This design comes from an exercise in tuning for small area and a short achievable clock period on the open sky130 flow, not from production work. At most, simulation tests tie the RTL to the original design; equivalence was not proved. No activity file was given, so power comes from the tool's default toggle rates.

==> inputs of quartz <==
Design cluster_hwpe_tile, start of the top module:
module cluster_hwpe_tile #(
  parameter int unsigned OpndDepth = 4,
  parameter int unsigned ResDepth  = 4
) (
  input  logic                               clk_i,
  input  logic                               rst_n_i,
  input  logic                               wb_cyc_i,
  input  logic                               wb_stb_i,
  input  logic                               wb_we_i,
  input  logic [tile_cfg_pkg::WB_ADDR_W-1:0] wb_adr_i,
  input  logic [tile_cfg_pkg::WB_DATA_W-1:0] wb_dat_i,
  output logic [tile_cfg_pkg::WB_DATA_W-1:0] wb_dat_o,
  output logic                               wb_ack_o,
  output logic                               wb_err_o,
  output logic                               evt_o
);
  logic                                opnd_valid;
  logic                                opnd_ready;
  hwpe_pkg::operand_pair_t             opnd_data;
  logic                                eng_in_valid;
  logic                                eng_in_ready;
  hwpe_pkg::operand_pair_t             eng_in_data;
  hwpe_pkg::operand_pair_t             eng_in_next;
  logic                                eng_out_valid;
  logic                                eng_out_ready;
  hwpe_pkg::result_t                   eng_out_data;
  logic                                rf_valid;
  logic                                rf_ready;
  hwpe_pkg::result_t                   rf_data;
  logic                                head_valid;
  hwpe_pkg::result_t                   head_data;
  logic [tile_cfg_pkg::CTRL_LEN_W-1:0] consumed;
  logic [tile_cfg_pkg::CTRL_LEN_W-1:0] job_len;
  hwpe_pkg::opcode_e                   opcode;
  logic                                start;
  logic                                res_pop;
  hwpe_ctrl_decode i_decode (
    .clk_i        (clk_i),
    .rst_n_i      (rst_n_i),
    .wb_cyc_i     (wb_cyc_i),
    .wb_stb_i     (wb_stb_i),
    .wb_we_i      (wb_we_i),
    .wb_adr_i     (wb_adr_i),
    .wb_dat_i     (wb_dat_i),
    .wb_dat_o     (wb_dat_o),
    .wb_ack_o     (wb_ack_o),
    .wb_err_o     (wb_err_o),
    .opnd_valid_o (opnd_valid),
    .opnd_ready_i (opnd_ready),
    .opnd_data_o  (opnd_data),
    .start_o      (start),
  ...
make LEC_CHECK=0 ABC_CLOCK_PERIOD_IN_PS=3500 CAP_MARGIN=20 CORE_MARGIN=2 CORE_UTILIZATION=40 SETUP_SLACK_MARGIN=5 SLEW_MARGIN=20 finish   # period 10.0 ns
run.sh (not shown) runs the stock make flow with config.mk's settings and CLKGATE_MAP_FILE= SYNTH_SCRIPT=/design/flow/synth_recipe.tcl, a recipe that flattens the netlist after the stock synthesis.
==> fjord: changes against quartz <==
Settings changed: ABC_CLOCK_PERIOD_IN_PS 3500 to 3000, CORE_UTILIZATION 40 to 60, CTS_BUF_LIST from default to sky130_fd_sc_hd__clkbuf_4 sky130_fd_sc_hd__clkbuf_8.
==> summary.md <==
| Metric | Value |
|---|---|
| Outcome | `no timing/DRC/antenna violations` |
| 1st-iter DRT viols | `1289` |
| Crit share post-route | `0.428` |
| Power in the clock group | `1830 µW` |
| Dpl cells | `2942` |
| Setup WS pre-CTS | `4.92 ns` |
| CTS H-tree depth | `2` |
Source of the figures above: quartz

==> summary.md <==
| Metric | Value |
|---|---|
| Outcome | `no timing/DRC/antenna violations` |
| Power in the clock group | `between 1500 and 2000 µW` |
| Crit share post-route | `0.429` |
| Sequential cell count | `469` |
| Dpl cells | `2667` |
| Vias in the first global route | `~17k` |
| CTS H-tree depth | `3` |
| Setup WS pre-CTS | `5.07 ns` |
| Fin. Hold Viols | `0` |
| 1st-iter DRT viols | `1464` |
| Biggest regs | `i_opnd_fifo.mem_q x128, i_res_fifo.mem_q x128` |
Source of the figures above: fjord


========
==> cedar <==
Another version of the RTL of cluster_hwpe_tile (not shown whole).
export LEC_CHECK = 0
export ABC_CLOCK_PERIOD_IN_PS = 3500
export CAP_MARGIN = 20
export CORE_MARGIN = 2
export CORE_UTILIZATION = 40
export SLEW_MARGIN = 20
create_clock -name core_clock -period 10.0 [get_ports {clk_i}]
standard.sh (not shown) runs the stock make flow with config.mk's settings and CLKGATE_MAP_FILE= SYNTH_SCRIPT=/design/flow/synth_recipe.tcl, a recipe that flattens the netlist after the stock synthesis.
==> flow/flow/run.sh <==
#!/bin/bash
# Standard synthesis, then the standard layout with a tighter setup
# target for repair_timing (the clock and constraints are unchanged).
set -euo pipefail
MARGIN=${MARGIN:-6.8}
bash standard.sh synth > synth.log 2>&1
bash standard.sh SETUP_SLACK_MARGIN=$MARGIN "BUFFER_PORTS_ARGS=-buffer_cell sky130_fd_sc_hd__buf_2" finish > layout.log 2>&1
==> sierra (differences from cedar) <==
--- a/flow/design.v
+++ b/flow/design.v
@@ -254,13 +254,13 @@
   logic [31:0] s_q;
   logic [31:0] c_q;
   logic [15:0] a;
   logic [15:0] b;
   logic [17:0] bn;           
-  logic [8:0]  one_d, one_q, one_n_q;
-  logic [7:0]  two_d, two_q, two_n_q;
-  logic [7:0]  neg_d, neg_q, neg_n_q;
+  logic [8:0]  one_d, one_q;
+  logic [7:0]  two_d, two_q;
+  logic [7:0]  neg_d, neg_q;
   logic [31:0] x1;
   logic [31:0] x2;
   logic [31:0] tree_s;
   logic [31:0] tree_c;
   logic [16:0] bp0;
@@ -291,39 +291,28 @@
       two_d = '0;
       neg_d = '0;
     end
   end
   always_ff @(posedge clk_i) begin
-    one_q   <= one_d;
-    two_q   <= two_d;
-    neg_q   <= neg_d;
-    one_n_q <= ~one_d;
-    two_n_q <= ~two_d;
-    neg_n_q <= ~neg_d;
+    one_q <= one_d;
+    two_q <= two_d;
+    neg_q <= neg_d;
   end
   always_comb begin
     x1 = s_q & {32{acc_en_q}};
     x1[15:0] = x1[15:0] | (b & {16{is_add_q}});
     x2 = c_q & {32{~acc_dis_q}};
   end
-  assign bp0[8:0] = ((a[8:0] & {9{one_q[0]}}) | ({a[7:0], 1'b0} & {9{two_q[0]}})) ^ {9{neg_q[0]}};
-  assign bp0[16:9] = (({1'b0, a[15:9]} & {8{~one_n_q[0]}}) | (a[15:8] & {8{~two_n_q[0]}})) ^ {8{~neg_n_q[0]}};
-  assign bp1[8:0] = ((a[8:0] & {9{one_q[1]}}) | ({a[7:0], 1'b0} & {9{two_q[1]}})) ^ {9{neg_q[1]}};
-  assign bp1[16:9] = (({1'b0, a[15:9]} & {8{~one_n_q[1]}}) | (a[15:8] & {8{~two_n_q[1]}})) ^ {8{~neg_n_q[1]}};
-  assign bp2[8:0] = ((a[8:0] & {9{one_q[2]}}) | ({a[7:0], 1'b0} & {9{two_q[2]}})) ^ {9{neg_q[2]}};
-  assign bp2[16:9] = (({1'b0, a[15:9]} & {8{~one_n_q[2]}}) | (a[15:8] & {8{~two_n_q[2]}})) ^ {8{~neg_n_q[2]}};
-  assign bp3[8:0] = ((a[8:0] & {9{one_q[3]}}) | ({a[7:0], 1'b0} & {9{two_q[3]}})) ^ {9{neg_q[3]}};
-  assign bp3[16:9] = (({1'b0, a[15:9]} & {8{~one_n_q[3]}}) | (a[15:8] & {8{~two_n_q[3]}})) ^ {8{~neg_n_q[3]}};
-  assign bp4[8:0] = ((a[8:0] & {9{one_q[4]}}) | ({a[7:0], 1'b0} & {9{two_q[4]}})) ^ {9{neg_q[4]}};
-  assign bp4[16:9] = (({1'b0, a[15:9]} & {8{~one_n_q[4]}}) | (a[15:8] & {8{~two_n_q[4]}})) ^ {8{~neg_n_q[4]}};
-  assign bp5[8:0] = ((a[8:0] & {9{one_q[5]}}) | ({a[7:0], 1'b0} & {9{two_q[5]}})) ^ {9{neg_q[5]}};
-  assign bp5[16:9] = (({1'b0, a[15:9]} & {8{~one_n_q[5]}}) | (a[15:8] & {8{~two_n_q[5]}})) ^ {8{~neg_n_q[5]}};
-  assign bp6[8:0] = ((a[8:0] & {9{one_q[6]}}) | ({a[7:0], 1'b0} & {9{two_q[6]}})) ^ {9{neg_q[6]}};
-  assign bp6[16:9] = (({1'b0, a[15:9]} & {8{~one_n_q[6]}}) | (a[15:8] & {8{~two_n_q[6]}})) ^ {8{~neg_n_q[6]}};
-  assign bp7[8:0] = ((a[8:0] & {9{one_q[7]}}) | ({a[7:0], 1'b0} & {9{two_q[7]}})) ^ {9{neg_q[7]}};
-  assign bp7[16:9] = (({1'b0, a[15:9]} & {8{~one_n_q[7]}}) | (a[15:8] & {8{~two_n_q[7]}})) ^ {8{~neg_n_q[7]}};
-  assign bp8 = a & {{8{~one_n_q[8]}}, {8{one_q[8]}}};
+  assign bp0 = (({1'b0, a} & {17{one_q[0]}}) | ({a, 1'b0} & {17{two_q[0]}})) ^ {17{neg_q[0]}};
+  assign bp1 = (({1'b0, a} & {17{one_q[1]}}) | ({a, 1'b0} & {17{two_q[1]}})) ^ {17{neg_q[1]}};
+  assign bp2 = (({1'b0, a} & {17{one_q[2]}}) | ({a, 1'b0} & {17{two_q[2]}})) ^ {17{neg_q[2]}};
+  assign bp3 = (({1'b0, a} & {17{one_q[3]}}) | ({a, 1'b0} & {17{two_q[3]}})) ^ {17{neg_q[3]}};
+  assign bp4 = (({1'b0, a} & {17{one_q[4]}}) | ({a, 1'b0} & {17{two_q[4]}})) ^ {17{neg_q[4]}};
+  assign bp5 = (({1'b0, a} & {17{one_q[5]}}) | ({a, 1'b0} & {17{two_q[5]}})) ^ {17{neg_q[5]}};
+  assign bp6 = (({1'b0, a} & {17{one_q[6]}}) | ({a, 1'b0} & {17{two_q[6]}})) ^ {17{neg_q[6]}};
+  assign bp7 = (({1'b0, a} & {17{one_q[7]}}) | ({a, 1'b0} & {17{two_q[7]}})) ^ {17{neg_q[7]}};
+  assign bp8 = a & {16{one_q[8]}};
   logic hs0, hc0;
   assign hs0 = bp0[12] ^ bp1[10];
   assign hc0 = bp0[12] & bp1[10];
   logic hs1, hc1;
   assign hs1 = bp0[13] ^ bp1[11];
@@ -345,12 +334,12 @@
   assign fc2 = (bp0[16] ^ bp1[14]) ? bp2[12] : bp0[16];
   logic fs3, fc3;
   assign fs3 = bp3[10] ^ bp4[8] ^ bp5[6];
   assign fc3 = (bp3[10] ^ bp4[8]) ? bp5[6] : bp3[10];
   logic fs4, fc4;
-  assign fs4 = neg_n_q[0] ^ bp1[15] ^ bp2[13];
-  assign fc4 = (neg_n_q[0] ^ bp1[15]) ? bp2[13] : neg_n_q[0];
+  assign fs4 = ~neg_q[0] ^ bp1[15] ^ bp2[13];
+  assign fc4 = (~neg_q[0] ^ bp1[15]) ? bp2[13] : ~neg_q[0];
   logic fs5, fc5;
   assign fs5 = bp3[11] ^ bp4[9] ^ bp5[7];
   assign fc5 = (bp3[11] ^ bp4[9]) ? bp5[7] : bp3[11];
   logic hs4, hc4;
   assign hs4 = bp6[5] ^ bp7[3];
@@ -363,24 +352,24 @@
   assign fc7 = (bp4[10] ^ bp5[8]) ? bp6[6] : bp4[10];
   logic hs5, hc5;
   assign hs5 = bp7[4] ^ bp8[2];
   assign hc5 = bp7[4] & bp8[2];
   logic fs8, fc8;
-  assign fs8 = neg_n_q[1] ^ bp2[15] ^ bp3[13];
-  assign fc8 = (neg_n_q[1] ^ bp2[15]) ? bp3[13] : neg_n_q[1];
+  assign fs8 = ~neg_q[1] ^ bp2[15] ^ bp3[13];
+  assign fc8 = (~neg_q[1] ^ bp2[15]) ? bp3[13] : ~neg_q[1];
   logic fs9, fc9;
   assign fs9 = bp4[11] ^ bp5[9] ^ bp6[7];
   assign fc9 = (bp4[11] ^ bp5[9]) ? bp6[7] : bp4[11];
   logic fs10, fc10;
   assign fs10 = bp2[16] ^ bp3[14] ^ bp4[12];
   assign fc10 = (bp2[16] ^ bp3[14]) ? bp4[12] : bp2[16];
   logic hs6, hc6;
   assign hs6 = bp5[10] ^ bp6[8];
   assign hc6 = bp5[10] & bp6[8];
   logic fs11, fc11;
-  assign fs11 = neg_n_q[2] ^ bp3[15] ^ bp4[13];
-  assign fc11 = (neg_n_q[2] ^ bp3[15]) ? bp4[13] : neg_n_q[2];
+  assign fs11 = ~neg_q[2] ^ bp3[15] ^ bp4[13];
+  assign fc11 = (~neg_q[2] ^ bp3[15]) ? bp4[13] : ~neg_q[2];
   logic hs7, hc7;
   assign hs7 = bp3[16] ^ bp4[14];
   assign hc7 = bp3[16] & bp4[14];
   logic hs8, hc8;
   assign hs8 = bp0[6] ^ bp1[4];
@@ -516,12 +505,12 @@
   assign fc49 = (bp8[6] & x1[22]) | (bp8[6] & x2[22]) | (x1[22] & x2[22]);
   logic fs50, fc50;
   assign fs50 = 1'b1 ^ fc11 ^ hs7;
   assign fc50 = (1'b1 ^ fc11) ? hs7 : 1'b1;
   logic fs51, fc51;
-  assign fs51 = neg_n_q[3] ^ bp4[15] ^ bp5[13];
-  assign fc51 = (neg_n_q[3] & bp4[15]) | (neg_n_q[3] & bp5[13]) | (bp4[15] & bp5[13]);
+  assign fs51 = ~neg_q[3] ^ bp4[15] ^ bp5[13];
+  assign fc51 = (~neg_q[3] & bp4[15]) | (~neg_q[3] & bp5[13]) | (bp4[15] & bp5[13]);
   logic fs52, fc52;
   assign fs52 = bp6[11] ^ bp7[9] ^ bp8[7];
   assign fc52 = (bp6[11] & bp7[9]) | (bp6[11] & bp8[7]) | (bp7[9] & bp8[7]);
   logic fs53, fc53;
   assign fs53 = x1[23] ^ x2[23] ^ hc7;
@@ -534,24 +523,24 @@
   assign fc55 = (bp7[10] & bp8[8]) | (bp7[10] & x1[24]) | (bp8[8] & x1[24]);
   logic hs14, hc14;
   assign hs14 = x2[24] ^ 1'b1;
   assign hc14 = x2[24] & 1'b1;
   logic fs56, fc56;
-  assign fs56 = neg_n_q[4] ^ bp5[15] ^ bp6[13];
-  assign fc56 = (neg_n_q[4] & bp5[15]) | (neg_n_q[4] & bp6[13]) | (bp5[15] & bp6[13]);
+  assign fs56 = ~neg_q[4] ^ bp5[15] ^ bp6[13];
+  assign fc56 = (~neg_q[4] & bp5[15]) | (~neg_q[4] & bp6[13]) | (bp5[15] & bp6[13]);
   logic fs57, fc57;
   assign fs57 = bp7[11] ^ bp8[9] ^ x1[25];
   assign fc57 = (bp7[11] & bp8[9]) | (bp7[11] & x1[25]) | (bp8[9] & x1[25]);
   logic fs58, fc58;
   assign fs58 = bp5[16] ^ bp6[14] ^ bp7[12];
   assign fc58 = (bp5[16] & bp6[14]) | (bp5[16] & bp7[12]) | (bp6[14] & bp7[12]);
   logic hs15, hc15;
   assign hs15 = bp8[10] ^ x1[26];
   assign hc15 = bp8[10] & x1[26];
   logic fs59, fc59;
-  assign fs59 = neg_n_q[5] ^ bp6[15] ^ bp7[13];
-  assign fc59 = (neg_n_q[5] ^ bp6[15]) ? bp7[13] : neg_n_q[5];
+  assign fs59 = ~neg_q[5] ^ bp6[15] ^ bp7[13];
+  assign fc59 = (~neg_q[5] ^ bp6[15]) ? bp7[13] : ~neg_q[5];
   logic hs16, hc16;
   assign hs16 = bp6[16] ^ bp7[14];
   assign hc16 = bp6[16] & bp7[14];
   logic hs17, hc17;
   assign hs17 = bp0[2] ^ bp1[0];
@@ -708,24 +697,24 @@
   assign fc106 = (bp8[12] & x1[28]) | (bp8[12] & x2[28]) | (x1[28] & x2[28]);
   logic fs107, fc107;
   assign fs107 = 1'b1 ^ fc59 ^ hs16;
   assign fc107 = (1'b1 & fc59) | (1'b1 & hs16) | (fc59 & hs16);
   logic fs108, fc108;
-  assign fs108 = neg_n_q[6] ^ bp7[15] ^ bp8[13];
-  assign fc108 = (neg_n_q[6] & bp7[15]) | (neg_n_q[6] & bp8[13]) | (bp7[15] & bp8[13]);
+  assign fs108 = ~neg_q[6] ^ bp7[15] ^ bp8[13];
+  assign fc108 = (~neg_q[6] & bp7[15]) | (~neg_q[6] & bp8[13]) | (bp7[15] & bp8[13]);
   logic fs109, fc109;
   assign fs109 = x1[29] ^ x2[29] ^ hc16;
   assign fc109 = (x1[29] & x2[29]) | (x1[29] & hc16) | (x2[29] & hc16);
   logic fs110, fc110;
   assign fs110 = bp7[16] ^ bp8[14] ^ x1[30];
   assign fc110 = (bp7[16] & bp8[14]) | (bp7[16] & x1[30]) | (bp8[14] & x1[30]);
   logic hs21, hc21;
   assign hs21 = x2[30] ^ 1'b1;
   assign hc21 = x2[30] & 1'b1;
   logic fs111, fc111;
-  assign fs111 = neg_n_q[7] ^ bp8[15] ^ x1[31];
-  assign fc111 = (neg_n_q[7] & bp8[15]) | (neg_n_q[7] & x1[31]) | (bp8[15] & x1[31]);
+  assign fs111 = ~neg_q[7] ^ bp8[15] ^ x1[31];
+  assign fc111 = (~neg_q[7] & bp8[15]) | (~neg_q[7] & x1[31]) | (bp8[15] & x1[31]);
   logic hs22, hc22;
   assign hs22 = bp0[0] ^ neg_q[0];
   assign hc22 = bp0[0] & neg_q[0];
   logic hs23, hc23;
   assign hs23 = bp0[1] ^ x1[1];
--- a/flow/config.mk
+++ b/flow/config.mk
@@ -7,6 +7,8 @@
 export LEC_CHECK = 0
 export ABC_CLOCK_PERIOD_IN_PS = 3500
 export CAP_MARGIN = 20
 export CORE_MARGIN = 2
 export CORE_UTILIZATION = 40
+export CTS_CLUSTER_DIAMETER = 120
+export CTS_CLUSTER_SIZE = 24
 export SLEW_MARGIN = 20
==> indigo (differences from cedar) <==
--- a/flow/config.mk
+++ b/flow/config.mk
@@ -7,6 +7,8 @@
 export LEC_CHECK = 0
 export ABC_CLOCK_PERIOD_IN_PS = 3500
 export CAP_MARGIN = 20
 export CORE_MARGIN = 2
 export CORE_UTILIZATION = 40
+export CTS_CLUSTER_DIAMETER = 120
+export CTS_CLUSTER_SIZE = 24
 export SLEW_MARGIN = 20
==> lagoon (differences from cedar) <==
==> flow/flow/run.sh (replaced) <==
#!/bin/bash
# Standard synthesis, then the standard layout with a tighter setup
# target for repair_timing and plain buffers on the ports; each step logs
# to its own file here (the ORFS logs are under orfs/logs).
# The clock and constraints are unchanged.
set -euo pipefail
MARGIN=${MARGIN:-6.8}
bash standard.sh synth > synth.log 2>&1
bash standard.sh SETUP_SLACK_MARGIN=$MARGIN "BUFFER_PORTS_ARGS=-buffer_cell sky130_fd_sc_hd__buf_2" finish > layout.log 2>&1
==> notes <==
- Against sierra, the hold slack of indigo is worse by 7.7 ps.
- In critical path depth, indigo and sierra do not differ.
- Against indigo, the combinational power of sierra is smaller by about 4%.
- Synthesized cell count is the same in lagoon and indigo.
- Utilization is the same in lagoon and cedar.
- In lagoon the final cell count is larger than in sierra, by 3.4%.
- Between lagoon and indigo, the lower non-clock buffer count is in lagoon (gap 7).
- Of indigo and lagoon, lagoon has the higher clock skew (gap 12 ps).
Function not checked in sierra: the RTL went through the layout flow alone.

afterwards: timing with drivers on the ports:
No port has a modelled driver above. Below, the same layouts with a new extraction and two added sets of constraints. Step 1 assumes that a clkbuf_16 drives the clock port and a buf_2 every other input. Step 2 moves the port delays by t, midway between the first and last clock arrival at a register: inputs arrive t later, outputs are due t later. That takes back most of the time a late clock gives input paths. Three values: no drivers, after step 1, after step 2; two values: the first two.
| run | shift t [ns] | setup WS [ns] | worst register clock-pin slew, ns | worst data-port slew with drivers (ns) |
|---|---|---|---|---|
| quartz | 0.648 | 5.718 / 5.718 / 5.169 | 0.06 / 0.06 | 0.08 |
| fjord | 0.706 | 5.705 / 5.705 / 5.058 | 0.06 / 0.06 | 0.04 |
| cedar | 0.682 | 6.718 / 6.718 / 6.354 | 0.07 / 0.07 | 0.05 |
| sierra | 0.639 | 6.592 / 6.592 / 6.383 | 0.11 / 0.11 | 0.04 |
| indigo | 0.653 | 6.665 / 6.665 / 6.394 | 0.10 / 0.10 | 0.04 |
| lagoon | 0.682 | 6.718 / 6.718 / 6.354 | 0.07 / 0.07 | 0.05 |
After both steps every run listed still meets setup and hold. For fjord, which loses most, drivers alone change the setup slack by 0.000 ns; drivers and shift together by -0.647 ns.
